This design comes from an exercise in tuning for small area, a short achievable clock period and few clock cycles per item on the open sky130 flow, not from production work. Function was checked by simulation only, so behaviour that the tests miss may differ from the original. No activity file was given, so power comes from the tool's default toggle rates.

## run A
==> flow/design.v <==
package otq_pkg;
    localparam int NUM_TIMERS = 16;
    localparam int ID_WIDTH   = 16;
    localparam int DLY_WIDTH  = 16;
    localparam logic [1:0] ACT_ADD    = 2'd0;
    localparam logic [1:0] ACT_CANCEL = 2'd1;
    localparam logic [1:0] ACT_TICK   = 2'd2;
    localparam logic [2:0] KIND_ADDED     = 3'd0;
    localparam logic [2:0] KIND_FULL      = 3'd1;
    localparam logic [2:0] KIND_CANCELLED = 3'd2;
    localparam logic [2:0] KIND_NOTFOUND  = 3'd3;
    localparam logic [2:0] KIND_EXPIRED   = 3'd4;
endpackage
module one_shot_timer_queue_top (
    input  logic          clk,
    input  logic          rst_n,
    input  logic          start,
    output logic          busy,
    input  logic [33:0]   req,
    output logic          result_valid,
    output logic [19:0]   rsp
);
    localparam int N = otq_pkg::NUM_TIMERS;
    logic        add_reg, cancel_reg, tick_reg;
    logic [15:0] rdm2_reg;          
    logic        rz_reg;            
    logic        rdn_reg;           
    logic [15:0] key_reg;
    logic        busy_reg;
    logic        drn_reg;           
    logic [15:0] now_reg;           
    logic [15:0] nid_reg;           
    logic        res_reg;
    logic [19:0] rsp_reg;
    logic [N-1:0] valid_reg;
    logic [N-1:0] dn_reg;           
    logic [N-1:0] r_reg;            
    logic [15:0]  ex2_reg [N];      
    logic [15:0]  id_reg  [N];
    logic [N-1:0] q_reg   [N];      
    assign busy         = busy_reg;
    assign result_valid = res_reg;
    assign rsp          = rsp_reg;
    logic do_add, do_cancel, do_tick, do_exp;
    assign do_add    = add_reg;
    assign do_cancel = cancel_reg;
    assign do_tick   = tick_reg;
    assign do_exp    = do_tick | drn_reg;
    logic [N-1:0] id_eq, id_lt;
    logic [N-1:0] free, fs;
    logic         full;
    assign free = ~valid_reg;
    assign full = ~|free;
    logic [N-1:0] cm, cs;
    logic         found;
    assign cm    = valid_reg & id_eq;
    assign found = |cm;
    always_comb
    begin
        for (int i = 0; i < N; i++)
        begin
            fs[i] = free[i];
            cs[i] = cm[i];
            for (int k = 0; k < i; k++)
            begin
                if (free[k]) fs[i] = 1'b0;
                if (cm[k])   cs[i] = 1'b0;
            end
        end
    end
    logic [N-1:0] due, win;
    logic         any_due, more;
    logic [15:0]  win_id;
    assign due     = dn_reg;
    assign any_due = |due;
    always_comb
    begin
        for (int i = 0; i < N; i++)
        begin
            win[i] = due[i];
            for (int j = 0; j < N; j++)
            begin
                if (j < i && due[j] && q_reg[j][i])  win[i] = 1'b0;
                if (j > i && due[j] && !q_reg[i][j]) win[i] = 1'b0;
            end
        end
    end
    logic more3;
    always_comb
    begin
        logic seen, seen2;
        seen  = 1'b0;
        seen2 = 1'b0;
        more  = 1'b0;
        more3 = 1'b0;
        for (int i = 0; i < N; i++)
        begin
            if (due[i] && seen2) more3 = 1'b1;
            if (due[i] && seen)  more  = 1'b1;
            if (due[i] && seen)  seen2 = 1'b1;
            if (due[i])          seen  = 1'b1;
        end
    end
    always_comb
    begin
        win_id = '0;
        for (int i = 0; i < N; i++)
            win_id = win_id | ({16{win[i]}} & id_reg[i]);
    end
    logic [15:0] new_exp;
    logic        new_z, new_dn;
    assign new_exp = now_reg + rdm2_reg;
    assign new_z   = rz_reg;
    assign new_dn  = rdn_reg;
    logic [N-1:0] z;               
    always_comb
        for (int k = 0; k < N; k++)
            z[k] = dn_reg[k] & (ex2_reg[k][0] == now_reg[0]);
    logic [N-1:0] ex_eq;           
    always_comb
        for (int k = 0; k < N; k++)
            ex_eq[k] = (ex2_reg[k] == now_reg);
    logic [N-1:0] wr;              
    logic [N-1:0] clr;             
    assign wr  = do_add ? fs : '0;
    assign clr = (do_cancel ? cs : '0) | (do_exp ? win : '0);
    logic        nid_inc, nid_max;
    logic [15:0] nid_next;
    assign nid_inc  = do_add & ~full;
    assign nid_max  = (nid_reg == 16'hFFFF);
    assign nid_next = nid_inc ? nid_reg + 16'd1 : nid_reg;
    logic        dn_upd;
    assign dn_upd  = do_exp & ~more;
    logic [N-1:0] nb_hi, nb_lo, above, qa;
    always_comb
    begin
        for (int k = 0; k < N; k++)
        begin
            nb_hi[k] = (new_z & ~z[k]) | ((new_z == z[k]) & (id_lt[k] | id_eq[k]));
            nb_lo[k] = (new_z & ~z[k]) | ((new_z == z[k]) & id_lt[k]);
            above[k] = 1'b0;
            for (int m = 0; m < k; m++)
                if (fs[m]) above[k] = 1'b1;
            qa[k] = fs[k] ? 1'b0 : (above[k] ? ~nb_hi[k] : nb_lo[k]);
        end
    end
    for (genvar i = 0; i < N; i++)
    begin : g_slot
        assign id_eq[i] = (key_reg == id_reg[i]);
        assign id_lt[i] = r_reg[i] & ~id_eq[i];
        always_ff @(posedge clk or negedge rst_n)
        begin
            if (!rst_n)
                dn_reg[i] <= 1'b0;
            else if (wr[i])
                dn_reg[i] <= new_dn;
            else if (clr[i])
                dn_reg[i] <= 1'b0;
            else if (dn_upd)
                dn_reg[i] <= valid_reg[i] & ex_eq[i];
        end
        always_ff @(posedge clk or negedge rst_n)
        begin
            if (!rst_n)
                valid_reg[i] <= 1'b0;
            else if (wr[i])
                valid_reg[i] <= 1'b1;
            else if (clr[i])
                valid_reg[i] <= 1'b0;
        end
        always_ff @(posedge clk)
        begin
            if (wr[i])
            begin
                ex2_reg[i] <= new_exp;
                id_reg[i]  <= nid_reg;
            end
            if (wr[i])
                r_reg[i] <= nid_max;
            else if (nid_inc)
                r_reg[i] <= nid_max | id_lt[i];
        end
        for (genvar j = i + 1; j < N; j++)
        begin : g_pair
            always_ff @(posedge clk)
            begin
                if (wr[i] || wr[j])
                    q_reg[i][j] <= ~(qa[i] | qa[j]);
            end
        end
    end
    logic drn_next;
    assign drn_next = do_exp & more;
    logic two_eq, sup2, take, take_tick;
    always_comb
    begin
        logic seen;
        seen   = 1'b0;
        two_eq = 1'b0;
        for (int i = 0; i < N; i++)
        begin
            if (valid_reg[i] && ex_eq[i] && seen) two_eq = 1'b1;
            if (valid_reg[i] && ex_eq[i])         seen   = 1'b1;
        end
    end
    assign sup2 = dn_upd ? two_eq : (more | (any_due & nid_inc & rdn_reg));
    assign take      = start & ~busy_reg;
    assign take_tick = take & (req[33:32] == otq_pkg::ACT_TICK);
    always_ff @(posedge clk or negedge rst_n)
    begin
        if (!rst_n)
        begin
            add_reg    <= 1'b0;
            cancel_reg <= 1'b0;
            tick_reg   <= 1'b0;
            busy_reg   <= 1'b0;
            drn_reg    <= 1'b0;
            now_reg    <= 16'd0;
            nid_reg    <= 16'd0;
            res_reg    <= 1'b0;
        end
        else
        begin
            add_reg    <= take & (req[33:32] == otq_pkg::ACT_ADD);
            cancel_reg <= take & (req[33:32] == otq_pkg::ACT_CANCEL);
            tick_reg   <= take_tick;
            busy_reg   <= (do_exp & more3) | (take_tick & sup2);
            drn_reg  <= drn_next;
            if (dn_upd)
                now_reg <= now_reg + 16'd1;
            nid_reg  <= nid_next;
            res_reg  <= do_add | do_cancel | (do_exp & any_due);
        end
    end
    always_ff @(posedge clk)
    begin
        rdm2_reg <= req[31:16] - 16'd2;
        rz_reg   <= (req[31:16] == 16'd0);
        rdn_reg  <= (req[31:17] == 15'd0);
        key_reg  <= (req[33:32] == otq_pkg::ACT_ADD) ? nid_next : req[15:0];
    end
    always_ff @(posedge clk)
    begin
        if (do_exp)
            rsp_reg <= {otq_pkg::KIND_EXPIRED, win_id, ~more};
        else if (add_reg)
            rsp_reg <= full ? {otq_pkg::KIND_FULL, 16'd0, 1'b1}
                            : {otq_pkg::KIND_ADDED, key_reg, 1'b1};
        else
            rsp_reg <= {found ? otq_pkg::KIND_CANCELLED : otq_pkg::KIND_NOTFOUND,
                        key_reg, 1'b1};
    end
endmodule
Settings: LEC_CHECK=0, CAP_MARGIN=30, CORE_MARGIN=2, CORE_UTILIZATION=60, CTS_CLUSTER_DIAMETER=80, CTS_CLUSTER_SIZE=25, PLACE_DENSITY=0.72, SLEW_MARGIN=20; clock period 10.0 ns.
standard.sh (not shown) runs the stock make flow with config.mk's settings and CLKGATE_MAP_FILE= SYNTH_SCRIPT=/design/flow/synth_recipe.tcl, a recipe that flattens the netlist after the stock synthesis.
==> flow/flow/run.sh <==
#!/bin/bash
# The standard layout, with timing repair aimed 7 ns below the clock period.
set -euo pipefail
bash standard.sh SETUP_SLACK_MARGIN=7 finish > make.log 2>&1
Run A: PASS, flow complete, no timing, DRC or antenna violations
Testbench counts of run A, summed over its fixed seeds: cycles 8,098, requests 8,008.
[inputs] run B vs run A
-- flow/config.mk --
<<< run A, line 11
export CTS_CLUSTER_DIAMETER = 80
export CTS_CLUSTER_SIZE = 25
export PLACE_DENSITY = 0.72
export SLEW_MARGIN = 20
>>> run B, line 11
export CTS_CLUSTER_DIAMETER = 80
export CTS_CLUSTER_SIZE = 25
export SLEW_MARGIN = 20
Results
- [compare] base=run A new=run B: via-per-instance ratio dropped about 1.3%; tightest hold margin dropped 0.067 ns; wire length dropped 3.8%; met2 track utilization from global routing dropped 0.62 points; cell area dropped about 1.4%.
- Run comparison: run A capture point of the worst path busy_reg; run B capture point of the worst path busy
Edits applied to the flow inputs when going from run B to run C:
-- flow/config.mk --
<<< run B, line 8
export CAP_MARGIN = 30
export CORE_MARGIN = 2
export CORE_UTILIZATION = 60
export CTS_CLUSTER_DIAMETER = 80
export CTS_CLUSTER_SIZE = 25
>>> run C, line 8
export CAP_MARGIN = 30
export CORE_MARGIN = 2
export CORE_UTILIZATION = 62
export CTS_CLUSTER_DIAMETER = 80
export CTS_CLUSTER_SIZE = 25
==> notes.md <==
Top layer used by detailed routing = met5: run C; top layer used by detailed routing = met4: run B
Maximum frequency: run C < run B
Final cell count: run C and run B compared, higher one is run C
Run C has total power above what run B had.
[compare] base=run B new=run C: share of total power in the clock network climbed 0.6 points; worst hold slack dropped 0.029 ns.

afterwards: timing with drivers on the ports:
The results above use ideal ports. As a check the final layouts listed here were re-extracted and re-timed, cells and wires unchanged. Step 1 sets driving cells, clkbuf_16 on the clock port and buf_2 on the other inputs (assumed; they add their load-dependent delay and slew). Step 2 moves the port delays by t, midway between the first and last clock arrival at a register: inputs arrive t later, outputs are due t later. That takes back most of the time a late clock gives input paths. Three values: no drivers, after step 1, after step 2; two values: the first two.
run	shift t [ns]	setup WS [ns]	worst setup path at the end	worst register clock-pin slew, ns	worst slew at a driven data input, ns
run A	0.692	6.818 / 6.779 / 6.425	input to register	0.11 / 0.11	0.06
run B	0.677	6.871 / 6.802 / 6.381	input to register	0.11 / 0.11	0.07
run C	0.678	6.815 / 6.750 / 6.430	input to register	0.11 / 0.11	0.08
After both steps setup and hold are still met in every run listed. The setup slack of run B, which loses most, moves by -0.069 ns with the drivers and by -0.490 ns with both steps.
